From an optimization exercise on the open Yosys and OpenROAD flow, aimed at small area, a short achievable clock period and few clock cycles; shortcuts taken in it are not production practice.
Where RTL was checked, it was by simulation tests only, not by an equivalence proof against the original.
No activity file was given, so power comes from the tool's default toggle rates.

==> build 34 <==
==> flow/design.v <==
`default_nettype none
module length_prefixed_request_deframer (
  input  logic        clk,
  input  logic        rst_n,
  input  logic        in_tvalid,
  output logic        in_tready,
  input  logic [7:0]  in_tdata,
  input  logic        in_tuser,
  output logic        out_tvalid,
  input  logic        out_tready,
  output logic [31:0] out_tdata,
  output logic        out_tuser,
  output logic        out_tlast,
  input  logic        cfg_psel,
  input  logic        cfg_penable,
  input  logic        cfg_pwrite,
  input  logic [2:0]  cfg_paddr,
  input  logic [31:0] cfg_pwdata,
  output logic [31:0] cfg_prdata,
  output logic        cfg_pready
);
  localparam logic [2:0] PH_LEN  = 3'd0;
  localparam logic [2:0] PH_CNT  = 3'd1;
  localparam logic [2:0] PH_ALEN = 3'd2;
  localparam logic [2:0] PH_DATA = 3'd3;
  localparam logic [2:0] PH_FAIL = 3'd4;
  localparam logic [2:0] ST_OK       = 3'd0;
  localparam logic [2:0] ST_TOO_LONG = 3'd1;
  localparam logic [2:0] ST_TOO_MANY = 3'd2;
  localparam logic [2:0] ST_OVERRUN  = 3'd3;
  localparam logic [2:0] ST_TRAILING = 3'd4;
  logic [31:0] max_msg_r;
  logic [20:0] max_args_r;
  logic        cfg_wr;
  assign cfg_pready = 1'b1;
  assign cfg_wr     = cfg_psel && cfg_penable && cfg_pwrite;
  always_ff @(posedge clk) begin
    if (!rst_n) begin
      max_msg_r  <= 32'd33554432;
      max_args_r <= 21'd200000;
    end else if (cfg_wr) begin
      if (cfg_paddr == 3'd0) max_msg_r  <= cfg_pwdata;
      if (cfg_paddr == 3'd4) max_args_r <= cfg_pwdata[20:0];
    end
  end
  always_comb begin
    case (cfg_paddr)
      3'd0:    cfg_prdata = max_msg_r;
      3'd4:    cfg_prdata = {11'd0, max_args_r};
      default: cfg_prdata = 32'd0;
    endcase
  end
  logic [2:0]  ph_r;
  logic [1:0]  pos_r;
  logic [31:0] body_r;      
  logic [20:0] args_r;      
  logic [31:0] abytes_r;    
  logic [19:0] cur_r;       
  logic        inc_r;       
  logic        valid_r;
  logic [2:0]  st_r;
  logic        aend_r, mend_r, has_r;
  logic [7:0]  pay_r;
  logic        in_acc;
  assign in_tready = !valid_r || out_tready;
  assign in_acc    = in_tvalid && in_tready;
  logic [2:0]  ph;
  logic [1:0]  pos;
  logic        is_len, is_cnt, is_alen, is_data, fld, last;
  logic [31:0] v;
  logic        b_zero, b_one, b_le4;
  logic        len_long, len_short, cnt_many, cnt_a0, alen_ovr, v_zero, a_one, ab_one;
  logic        close, c_a0, c_done, c_trail, c_ovr;
  logic [2:0]  ph_nxt;
  logic        res_valid, res_has, res_aend, res_mend;
  logic [2:0]  res_st;
  logic        load_body, load_args, dec_args;
  always_comb begin
    ph      = in_tuser ? PH_LEN : ph_r;
    pos     = in_tuser ? 2'd0 : pos_r;
    is_len  = (ph == PH_LEN);
    is_cnt  = (ph == PH_CNT);
    is_alen = (ph == PH_ALEN);
    is_data = (ph == PH_DATA);
    fld     = is_len || is_cnt || is_alen;
    last    = (pos == 2'd3);
    v       = {in_tdata, abytes_r[23:0]};
    b_zero  = (body_r == 32'd0);
    b_one   = (body_r == 32'd1);
    b_le4   = !b_zero && (body_r[31:3] == 29'd0) && (body_r[2:0] <= 3'd4);
    len_long  = (v > max_msg_r);
    len_short = (v[31:2] == 30'd0);
    cnt_many  = (v[31:21] != 11'd0) || (v[20:0] > max_args_r);
    cnt_a0    = (v[20:0] == 21'd0);
    alen_ovr  = !b_zero && (v >= body_r);
    v_zero    = (v == 32'd0);
    a_one     = (args_r == 21'd1);
    ab_one    = (abytes_r == 32'd1);
    close   = 1'b0;
    c_a0    = is_cnt ? cnt_a0 : a_one;
    c_done  = c_a0 && b_one;
    c_trail = c_a0 && !b_one;
    c_ovr   = !c_a0 && b_le4;
    ph_nxt    = ph;
    res_valid = 1'b0;
    res_has   = 1'b0;
    res_aend  = 1'b0;
    res_mend  = 1'b0;
    res_st    = ST_OK;
    load_body = 1'b0;
    load_args = 1'b0;
    dec_args  = 1'b0;
    if (is_len && last) begin
      if (len_long) begin
        ph_nxt = PH_FAIL; res_valid = 1'b1; res_mend = 1'b1; res_st = ST_TOO_LONG;
      end else if (len_short) begin
        ph_nxt = PH_FAIL; res_valid = 1'b1; res_mend = 1'b1; res_st = ST_OVERRUN;
      end else begin
        ph_nxt = PH_CNT; load_body = 1'b1;
      end
    end
    if (is_cnt && last) begin
      if (cnt_many) begin
        ph_nxt = PH_FAIL; res_valid = 1'b1; res_mend = 1'b1; res_st = ST_TOO_MANY;
      end else begin
        load_args = 1'b1;
        close     = 1'b1;
        res_valid = c_done || c_trail || c_ovr;
      end
    end
    if (is_alen && last) begin
      if (alen_ovr) begin
        ph_nxt = PH_FAIL; res_valid = 1'b1; res_mend = 1'b1; res_st = ST_OVERRUN;
      end else if (v_zero) begin
        close = 1'b1; dec_args = 1'b1;
        res_valid = 1'b1; res_aend = 1'b1;
      end else begin
        ph_nxt = PH_DATA;
      end
    end
    if (is_data) begin
      res_valid = 1'b1;
      res_has   = 1'b1;
      if (ab_one) begin
        close = 1'b1; dec_args = 1'b1; res_aend = 1'b1;
      end
    end
    if (close) begin
      res_mend = c_done || c_trail || c_ovr;
      res_st   = c_trail ? ST_TRAILING : (c_ovr ? ST_OVERRUN : ST_OK);
      ph_nxt   = c_done ? PH_LEN : ((c_trail || c_ovr) ? PH_FAIL : PH_ALEN);
    end
  end
  always_ff @(posedge clk) begin
    if (!rst_n) begin
      ph_r  <= PH_LEN;
      pos_r <= 2'd0;
    end else if (in_acc) begin
      ph_r  <= ph_nxt;
      pos_r <= fld ? pos + 2'd1 : pos;
    end
  end
  always_ff @(posedge clk) begin
    if (in_acc) begin
      if (load_body)            body_r <= v;
      else if (!is_len && !(ph == PH_FAIL)) body_r <= body_r - 32'd1;
      if (fld) begin
        case (pos)
          2'd0:    abytes_r[7:0]   <= in_tdata;
          2'd1:    abytes_r[15:8]  <= in_tdata;
          2'd2:    abytes_r[23:16] <= in_tdata;
          default: abytes_r[31:24] <= in_tdata;
        endcase
      end else if (is_data) begin
        abytes_r <= abytes_r - 32'd1;
      end
      if (load_args)     args_r <= v[20:0];
      else if (dec_args) args_r <= args_r - 21'd1;
      if (is_len || is_cnt) cur_r <= 20'd0;
      else                  cur_r <= cur_r + {19'd0, inc_r};
      inc_r <= dec_args;
      st_r   <= res_st;
      aend_r <= res_aend;
      mend_r <= res_mend;
      has_r  <= res_has;
      pay_r  <= res_has ? in_tdata : 8'd0;
    end
  end
  always_ff @(posedge clk) begin
    if (!rst_n)      valid_r <= 1'b0;
    else if (in_acc) valid_r <= res_valid;
    else if (out_tready) valid_r <= 1'b0;
  end
  assign out_tvalid = valid_r;
  assign out_tdata  = {st_r, aend_r, cur_r, pay_r};
  assign out_tuser  = has_r;
  assign out_tlast  = mend_r;
endmodule
`default_nettype wire
==> flow/run.sh <==
#!/bin/bash
# synth_recipe.tcl (not shown) runs the flow's synth.tcl, then flattens the netlist and writes it again
# the make line also repeats each setting of config.mk as NAME=value (left out here)
make -C /OpenROAD-flow-scripts/flow DESIGN_CONFIG=/design/flow/config.mk WORK_HOME=/design/flow/orfs CLKGATE_MAP_FILE= SYNTH_SCRIPT=/design/flow/synth_recipe.tcl finish
==> flow/config.mk <==
export PLATFORM = sky130hd
export DESIGN_NAME = length_prefixed_request_deframer
export DESIGN_NICKNAME = length_prefixed_request_deframer
export VERILOG_FILES = /design/flow/design.v
export SDC_FILE = /design/flow/constraint.sdc
export NUM_CORES = 4
export LEC_CHECK = 0
export CAP_MARGIN = 20
export CORE_MARGIN = 2
export CORE_UTILIZATION = 60
export SETUP_SLACK_MARGIN = 3.5
export SLEW_MARGIN = 20
==> flow/constraint.sdc <==
create_clock -name core_clock -period 7.0 [get_ports {clk}]
set_input_delay 1.4000 -clock core_clock [delete_from_list [all_inputs] [get_ports {clk}]]
set_output_delay 1.4000 -clock core_clock [all_outputs]
set_load 0.01 [all_outputs]
==> build 55 (differences from build 34) <==
CORE_UTILIZATION = 40   (was 60)
SETUP_SLACK_MARGIN = unset   (was 3.5)
==> trial 46 (differences from build 34) <==
--- a/flow/design.v
+++ b/flow/design.v
@@ -67,7 +67,8 @@
   logic [2:0]  ph;
   logic [1:0]  pos;
   logic        is_len, is_cnt, is_alen, is_data, fld, last;
-  logic [31:0] v;
+  logic [31:0] v, body_dec, opnd;
+  logic        v_gt;
   logic        b_zero, b_one, b_le4;
   logic        len_long, len_short, cnt_many, cnt_a0, alen_ovr, v_zero, a_one, ab_one;
   logic        close, c_a0, c_done, c_trail, c_ovr;
@@ -88,11 +89,14 @@
     b_zero  = (body_r == 32'd0);
     b_one   = (body_r == 32'd1);
     b_le4   = !b_zero && (body_r[31:3] == 29'd0) && (body_r[2:0] <= 3'd4);
-    len_long  = (v > max_msg_r);
+    body_dec  = body_r - 32'd1;
+    opnd      = is_len ? max_msg_r : (is_cnt ? {11'd0, max_args_r} : body_r);
+    v_gt      = ({v, 1'b1} > {opnd, !is_alen});
+    len_long  = v_gt;
     len_short = (v[31:2] == 30'd0);
-    cnt_many  = (v[31:21] != 11'd0) || (v[20:0] > max_args_r);
+    cnt_many  = v_gt;
     cnt_a0    = (v[20:0] == 21'd0);
-    alen_ovr  = !b_zero && (v >= body_r);
+    alen_ovr  = v_gt && !b_zero;
     v_zero    = (v == 32'd0);
     a_one     = (args_r == 21'd1);
     ab_one    = (abytes_r == 32'd1);
@@ -163,7 +167,7 @@
   always_ff @(posedge clk) begin
     if (in_acc) begin
       if (load_body)            body_r <= v;
-      else if (!is_len && !(ph == PH_FAIL)) body_r <= body_r - 32'd1;
+      else if (!is_len && !(ph == PH_FAIL)) body_r <= body_dec;
       if (fld) begin
         case (pos)
           2'd0:    abytes_r[7:0]   <= in_tdata;
==> flow/flow/run.sh (new file) <==
#!/bin/bash
# Standard layout, with the port buffers made from the smallest buffer
# (the resizer upsizes those on critical paths).
cp standard.sh standard.sh.txt
export BUFFER_PORTS_ARGS="-buffer_cell sky130_fd_sc_hd__buf_1"
bash standard.sh > standard.log 2>&1
==> flow/standard.sh (new file) <==
#!/bin/bash
# synth_recipe.tcl (not shown) runs the flow's synth.tcl, then flattens the netlist and writes it again
# the make line also repeats each setting of config.mk as NAME=value (left out here)
make -C /OpenROAD-flow-scripts/flow DESIGN_CONFIG=/design/flow/config.mk WORK_HOME=/design/flow/orfs CLKGATE_MAP_FILE= SYNTH_SCRIPT=/design/flow/synth_recipe.tcl "${@:-finish}"
CORE_UTILIZATION = 65   (was 60)
SETUP_SLACK_MARGIN = 3.4   (was 3.5)
removed: flow/run.sh
==> build 48 (differences from build 34) <==
--- a/flow/design.v
+++ b/flow/design.v
@@ -67,7 +67,8 @@
   logic [2:0]  ph;
   logic [1:0]  pos;
   logic        is_len, is_cnt, is_alen, is_data, fld, last;
-  logic [31:0] v;
+  logic [31:0] v, body_dec, opnd;
+  logic        v_gt;
   logic        b_zero, b_one, b_le4;
   logic        len_long, len_short, cnt_many, cnt_a0, alen_ovr, v_zero, a_one, ab_one;
   logic        close, c_a0, c_done, c_trail, c_ovr;
@@ -88,11 +89,14 @@
     b_zero  = (body_r == 32'd0);
     b_one   = (body_r == 32'd1);
     b_le4   = !b_zero && (body_r[31:3] == 29'd0) && (body_r[2:0] <= 3'd4);
-    len_long  = (v > max_msg_r);
+    body_dec  = body_r - 32'd1;
+    opnd      = is_len ? max_msg_r : (is_cnt ? {11'd0, max_args_r} : body_r);
+    v_gt      = ({v, 1'b1} > {opnd, !is_alen});
+    len_long  = v_gt;
     len_short = (v[31:2] == 30'd0);
-    cnt_many  = (v[31:21] != 11'd0) || (v[20:0] > max_args_r);
+    cnt_many  = v_gt;
     cnt_a0    = (v[20:0] == 21'd0);
-    alen_ovr  = !b_zero && (v >= body_r);
+    alen_ovr  = v_gt && !b_zero;
     v_zero    = (v == 32'd0);
     a_one     = (args_r == 21'd1);
     ab_one    = (abytes_r == 32'd1);
@@ -163,7 +167,7 @@
   always_ff @(posedge clk) begin
     if (in_acc) begin
       if (load_body)            body_r <= v;
-      else if (!is_len && !(ph == PH_FAIL)) body_r <= body_r - 32'd1;
+      else if (!is_len && !(ph == PH_FAIL)) body_r <= body_dec;
       if (fld) begin
         case (pos)
           2'd0:    abytes_r[7:0]   <= in_tdata;
CORE_UTILIZATION = 65   (was 60)
CTS_BUF_LIST = sky130_fd_sc_hd__clkbuf_8   (was unset)
SETUP_SLACK_MARGIN = 3.4   (was 3.5)
==> qor summary <==
item	build 34	build 55	trial 46	build 48
Signal buffers	196	131	215	232
Post-place setup slack	1.978 ns	1.883 ns	1.103 ns	0.6727 ns
Resized Gates After CTS	227	0	161	263
Routed length on met3	2862 um	2056 um	4248 um	6223 um
Overall power after layout	2.394 mW	2.377 mW	2.340 mW	2.214 mW
Setup skew after layout	0.01027 ns	0.01421 ns	0.01157 ns	0.01800 ns
Number of placement rows	50	61	46	46
Initial antenna violation count	0	0	0	2
Proportion of layout cells with a drive suffix above 1	0.1564	0.04885	0.2107	0.2279
Critical register-to-register path endpoint	args_r[17]$_DFFE_PP_	body_r[3]$_DFFE_PP_	body_r[19]$_DFFE_PP_	body_r[14]$_DFFE_PP_
Mux contribution to synthesized area	0.01890	0.01890	0.05439	0.05439
Share of total power in combinational logic	0.094	0.078	0.088	0.113
Number of iterations in the first detailed-routing pass	5	8	6	9
Worst setup path start	cfg_paddr[2]	cfg_paddr[1]	in_tuser	in_tuser
Switching power of the nets	0.5866 mW	0.6085 mW	0.6179 mW	0.5775 mW
Top cell type's share of synthesized area	0.3156	0.3156	0.3355	0.3355
Outcome	timing/DRC/antenna clean	timing/DRC/antenna clean	timing/DRC/antenna clean	timing/DRC/antenna clean
Setup slack of the worst register-to-register path	3.57 ns	2.96 ns	2.84 ns	2.38 ns
Wire length on met1	13590 um	14100 um	13460 um	13380 um
Testbench counts of build 34, summed over its fixed seeds: cycles 400,378.
Testbench counts of build 55, summed over its fixed seeds: cycles 400,378.
Function not checked in trial 46 and build 48: the RTL went through the layout flow alone.


==> yarrow: inputs <==
length_prefixed_request_deframer, a different RTL version from the one above (not shown whole).
clock: 7.0 ns
lec_check: 0
cap_margin: 20
core_margin: 2
core_utilization: 65
setup_slack_margin: 3.4
slew_margin: 20
standard.sh (not shown) runs the stock make flow with config.mk's settings and CLKGATE_MAP_FILE= SYNTH_SCRIPT=/design/flow/synth_recipe.tcl, a recipe that flattens the netlist after the stock synthesis.
==> flow/flow/run.sh <==
#!/bin/bash
# Standard layout, with the port buffers made from the smallest buffer
# (the resizer upsizes those on critical paths).
cp standard.sh standard.sh.txt
export BUFFER_PORTS_ARGS="-buffer_cell sky130_fd_sc_hd__buf_1"
bash standard.sh > standard.log 2>&1
==> inputs of willow, as changes to yarrow <==
--- a/flow/design.v
+++ b/flow/design.v
@@ -1,8 +1,18 @@
+`default_nettype none
+module lprd_back (
+  input  logic [2:0] addr,
+  input  logic [3:0] max_msg,
+  input  logic [3:0] max_args,
+  output logic [3:0] rdata
+);
+  assign rdata = (addr == 3'd0) ? max_msg : ((addr == 3'd4) ? max_args : 4'd0);
+endmodule
+`default_nettype wire
 `default_nettype none
 module length_prefixed_request_deframer (
   input  logic        clk,
   input  logic        rst_n,
   input  logic        in_tvalid,
   output logic        in_tready,
   input  logic [7:0]  in_tdata,
   input  logic        in_tuser,
@@ -14,21 +24,21 @@
   input  logic        cfg_psel,
   input  logic        cfg_penable,
   input  logic        cfg_pwrite,
   input  logic [2:0]  cfg_paddr,
   input  logic [31:0] cfg_pwdata,
   output logic [31:0] cfg_prdata,
   output logic        cfg_pready
 );
-  localparam logic [2:0] PH_LEN  = 3'd0;
-  localparam logic [2:0] PH_CNT  = 3'd1;
-  localparam logic [2:0] PH_ALEN = 3'd2;
-  localparam logic [2:0] PH_DATA = 3'd3;
-  localparam logic [2:0] PH_FAIL = 3'd4;
+  localparam logic [4:0] PH_LEN  = 5'b00001;
+  localparam logic [4:0] PH_CNT  = 5'b00010;
+  localparam logic [4:0] PH_ALEN = 5'b00100;
+  localparam logic [4:0] PH_DATA = 5'b01000;
+  localparam logic [4:0] PH_FAIL = 5'b10000;
   localparam logic [2:0] ST_OK       = 3'd0;
   localparam logic [2:0] ST_TOO_LONG = 3'd1;
   localparam logic [2:0] ST_TOO_MANY = 3'd2;
   localparam logic [2:0] ST_OVERRUN  = 3'd3;
   localparam logic [2:0] ST_TRAILING = 3'd4;
   logic [31:0] max_msg_r;
   logic [20:0] max_args_r;
   logic        cfg_wr;
@@ -38,24 +48,27 @@
     if (!rst_n) begin
       max_msg_r  <= 32'd33554432;
       max_args_r <= 21'd200000;
     end else if (cfg_wr) begin
       if (cfg_paddr == 3'd0) max_msg_r  <= cfg_pwdata;
       if (cfg_paddr == 3'd4) max_args_r <= cfg_pwdata[20:0];
     end
   end
-  always_comb begin
-    case (cfg_paddr)
-      3'd0:    cfg_prdata = max_msg_r;
-      3'd4:    cfg_prdata = {11'd0, max_args_r};
-      default: cfg_prdata = 32'd0;
-    endcase
-  end
-  logic [2:0]  ph_r;
+  logic [31:0] rd_args;
+  assign rd_args = {11'd0, max_args_r};
+  for (genvar g = 0; g < 8; g++) begin : g_rd
+    lprd_back u_rd (
+      .addr     (cfg_paddr),
+      .max_msg  (max_msg_r[4*g +: 4]),
+      .max_args (rd_args[4*g +: 4]),
+      .rdata    (cfg_prdata[4*g +: 4])
+    );
+  end
+  logic [4:0]  ph_r;
   logic [1:0]  pos_r;
   logic [31:0] body_r;      
   logic [20:0] args_r;      
   logic [31:0] abytes_r;    
   logic [19:0] cur_r;       
   logic        inc_r;       
   logic        valid_r;
   logic [2:0]  st_r;
@@ -69,21 +82,21 @@
   logic [20:0] args_dec;
   logic [19:0] cur_inc;
   logic        b_zero, b_one, b_le4;
   logic        cnt_a0, a_one_alen, a_zero_data, ab_one, lo_gt, lo_zero, lo_short;
   logic        c_valid_cnt, c_valid_alen, c_valid_data;
   logic        c_end_cnt, c_fail_cnt, c_end_alen, c_fail_alen, c_end_data, c_fail_data;
   logic [2:0]  c_st_cnt, c_st_alen, c_st_data;
   always_comb begin
-    is_len  = (ph_r == PH_LEN);
-    is_cnt  = (ph_r == PH_CNT);
-    is_alen = (ph_r == PH_ALEN);
-    is_data = (ph_r == PH_DATA);
-    is_fail = ph_r[2];
+    is_len  = ph_r[0];
+    is_cnt  = ph_r[1];
+    is_alen = ph_r[2];
+    is_data = ph_r[3];
+    is_fail = ph_r[4];
     fld     = is_len || is_cnt || is_alen;
     last    = (pos_r == 2'd3);
     body_dec   = body_r - 32'd1;
     abytes_dec = abytes_r - 32'd1;
     args_dec   = args_r - 21'd1;
     cur_inc    = cur_r + 20'd1;
     b_zero  = (body_r == 32'd0);
     b_one   = (body_r == 32'd1);
@@ -105,69 +118,69 @@
     c_valid_alen = c_end_alen || c_fail_alen;
     c_st_alen    = (a_one_alen && !b_one) ? ST_TRAILING : ((!a_one_alen && b_le4) ? ST_OVERRUN : ST_OK);
     c_end_data   = a_zero_data && b_one;
     c_fail_data  = (a_zero_data && !b_one) || (!a_zero_data && b_le4);
     c_valid_data = c_end_data || c_fail_data;
     c_st_data    = (a_zero_data && !b_one) ? ST_TRAILING : ((!a_zero_data && b_le4) ? ST_OVERRUN : ST_OK);
   end
   logic        hi_gt, hi_eq, v_gt, in_zero, v_zero, v_short;
-  logic [2:0]  ph_nxt;
+  logic [4:0]  ph_nxt;
   logic        res_valid, res_aend, res_mend, res_has, aend;
   logic [2:0]  res_st;
   always_comb begin
     hi_gt   = (in_tdata > opnd[31:24]);
     hi_eq   = (in_tdata == opnd[31:24]);
     v_gt    = hi_gt || (hi_eq && lo_gt);
     in_zero = (in_tdata == 8'd0);
     v_zero  = in_zero && lo_zero;
     v_short = in_zero && lo_short;
     ph_nxt    = ph_r;
     res_valid = 1'b0;
     res_aend  = 1'b0;
     res_mend  = 1'b0;
     res_has   = 1'b0;
     res_st    = ST_OK;
     aend      = 1'b0;
-    case (ph_r)
-      PH_LEN: if (last) begin
+    case (1'b1)
+      is_len: if (last) begin
         res_mend = 1'b1;
         if (v_gt) begin
           ph_nxt = PH_FAIL; res_valid = 1'b1; res_st = ST_TOO_LONG;
         end else if (v_short) begin
           ph_nxt = PH_FAIL; res_valid = 1'b1; res_st = ST_OVERRUN;
         end else begin
           ph_nxt = PH_CNT;
         end
       end
-      PH_CNT: if (last) begin
+      is_cnt: if (last) begin
         res_mend = 1'b1;
         if (v_gt) begin
           ph_nxt = PH_FAIL; res_valid = 1'b1; res_st = ST_TOO_MANY;
         end else begin
           res_valid = c_valid_cnt;
           res_st    = c_st_cnt;
           ph_nxt    = c_end_cnt ? PH_LEN : (c_fail_cnt ? PH_FAIL : PH_ALEN);
         end
       end
-      PH_ALEN: if (last) begin
+      is_alen: if (last) begin
         if (v_gt && !b_zero) begin
           ph_nxt = PH_FAIL; res_valid = 1'b1; res_mend = 1'b1; res_st = ST_OVERRUN;
         end else if (v_zero) begin
           aend      = 1'b1;
           res_valid = 1'b1;
           res_aend  = 1'b1;
           res_mend  = c_valid_alen;
           res_st    = c_st_alen;
           ph_nxt    = c_end_alen ? PH_LEN : (c_fail_alen ? PH_FAIL : PH_ALEN);
         end else begin
           ph_nxt = PH_DATA;
         end
       end
-      PH_DATA: begin
+      is_data: begin
         res_valid = 1'b1;
         res_has   = 1'b1;
         if (ab_one) begin
           aend     = 1'b1;
           res_aend = 1'b1;
           res_mend = c_valid_data;
           res_st   = c_st_data;
           ph_nxt   = c_end_data ? PH_LEN : (c_fail_data ? PH_FAIL : PH_ALEN);
Settings changed: SETUP_SLACK_MARGIN 3.4 to 3.6, SYNTH_HIERARCHICAL set to 1.
==> summary of the runs <==
Sequential share of layout area: willow is lower than yarrow (1.2 points). Of willow and yarrow, willow has the higher worst setup slack (gap 0.27 ns). Of yarrow and willow, willow has the higher clock skew (gap 0.0013 ns). First-iteration DRC count: yarrow is lower than willow (about 6%). Via count: willow is higher than yarrow (about 5.6%). Sequential power is about the same in yarrow and willow. In willow the final cell count is larger than in yarrow, by about 2.4%. Of willow and yarrow, willow has the higher synthesized cell count (gap about 3.5%, measured against yarrow).
==> figures <==
|  | willow | yarrow |
|---|---|---|
| Result of the run | finished clean | finished clean |
| Overall Global Routing Usage | 35.3% | 34.0% |
| CP peak stage delay | 0.20 ns | 0.28 ns |
| Combined buffer and inverter count along the critical path | 3 | 4 |
| P_seq | 1.18 mW | 1.16 mW |
| Post-synthesis compound-gate area fraction | 13.1% | 15.1% |
| Post-synthesis register bit count | 181 | 179 |
| Worst R2R End | ph_r[4] | ph_r[2] |
| Post-CTS Resized | 87 | 73 |
| Setup slack of the most critical reg-to-reg path | 3.67 ns | 3.34 ns |
| Relative slew margins | 37.7% | 31.0% |
| Min-delay src | max_args_r[9] | max_args_r[15] |
| Maximum clock frequency | 0.288 GHz | 0.267 GHz |
| Leakage | 4.53 nW | 4.46 nW |
| Routed metal-1 wire length | 13,300 um | 12,600 um |
| Number of inverters outside the clock class in the layout | 21 | 20 |
| Total wirelength of the detailed-routed design | 33,900 um | 30,900 um |
Testbench counts of yarrow, summed over its fixed seeds: cycles 400,378.
Testbench counts of willow, summed over its fixed seeds: cycles 400,378.

separate check: timing with driven ports:
In the flow no input, the clock included, has a driving cell. The finished layouts below were timed again as built, in two steps. Step 1: set_driving_cell puts a clkbuf_16 on clk and a buf_2 on each other input, an assumption about the parent block. Step 2, shift: input delay + t, output delay - t, t = (earliest + latest rising clock arrival at the registers) / 2. This alone moves slack from input paths to output paths. Three values: ideal, step 1, step 2; two values: the first two.
run | t (ns) | slack for setup (ns) | worst slew at a driven data input, ns
build 34 | 0.480 | 3.155 / 3.113 / 3.108 | 0.07
build 55 | 0.482 | 2.145 / 2.125 / 1.944 | 0.05
trial 46 | 0.498 | 2.452 / 2.447 / 1.949 | 0.07
build 48 | 0.520 | 2.185 / 2.176 / 1.656 | 0.07
yarrow | 0.483 | 3.256 / 3.209 / 2.924 | 0.06
willow | 0.492 | 3.525 / 3.256 / 3.198 | 0.28
After both steps every run listed still meets setup and hold. The setup slack of build 48, which loses most, moves by -0.009 ns with the drivers and by -0.529 ns with both steps.
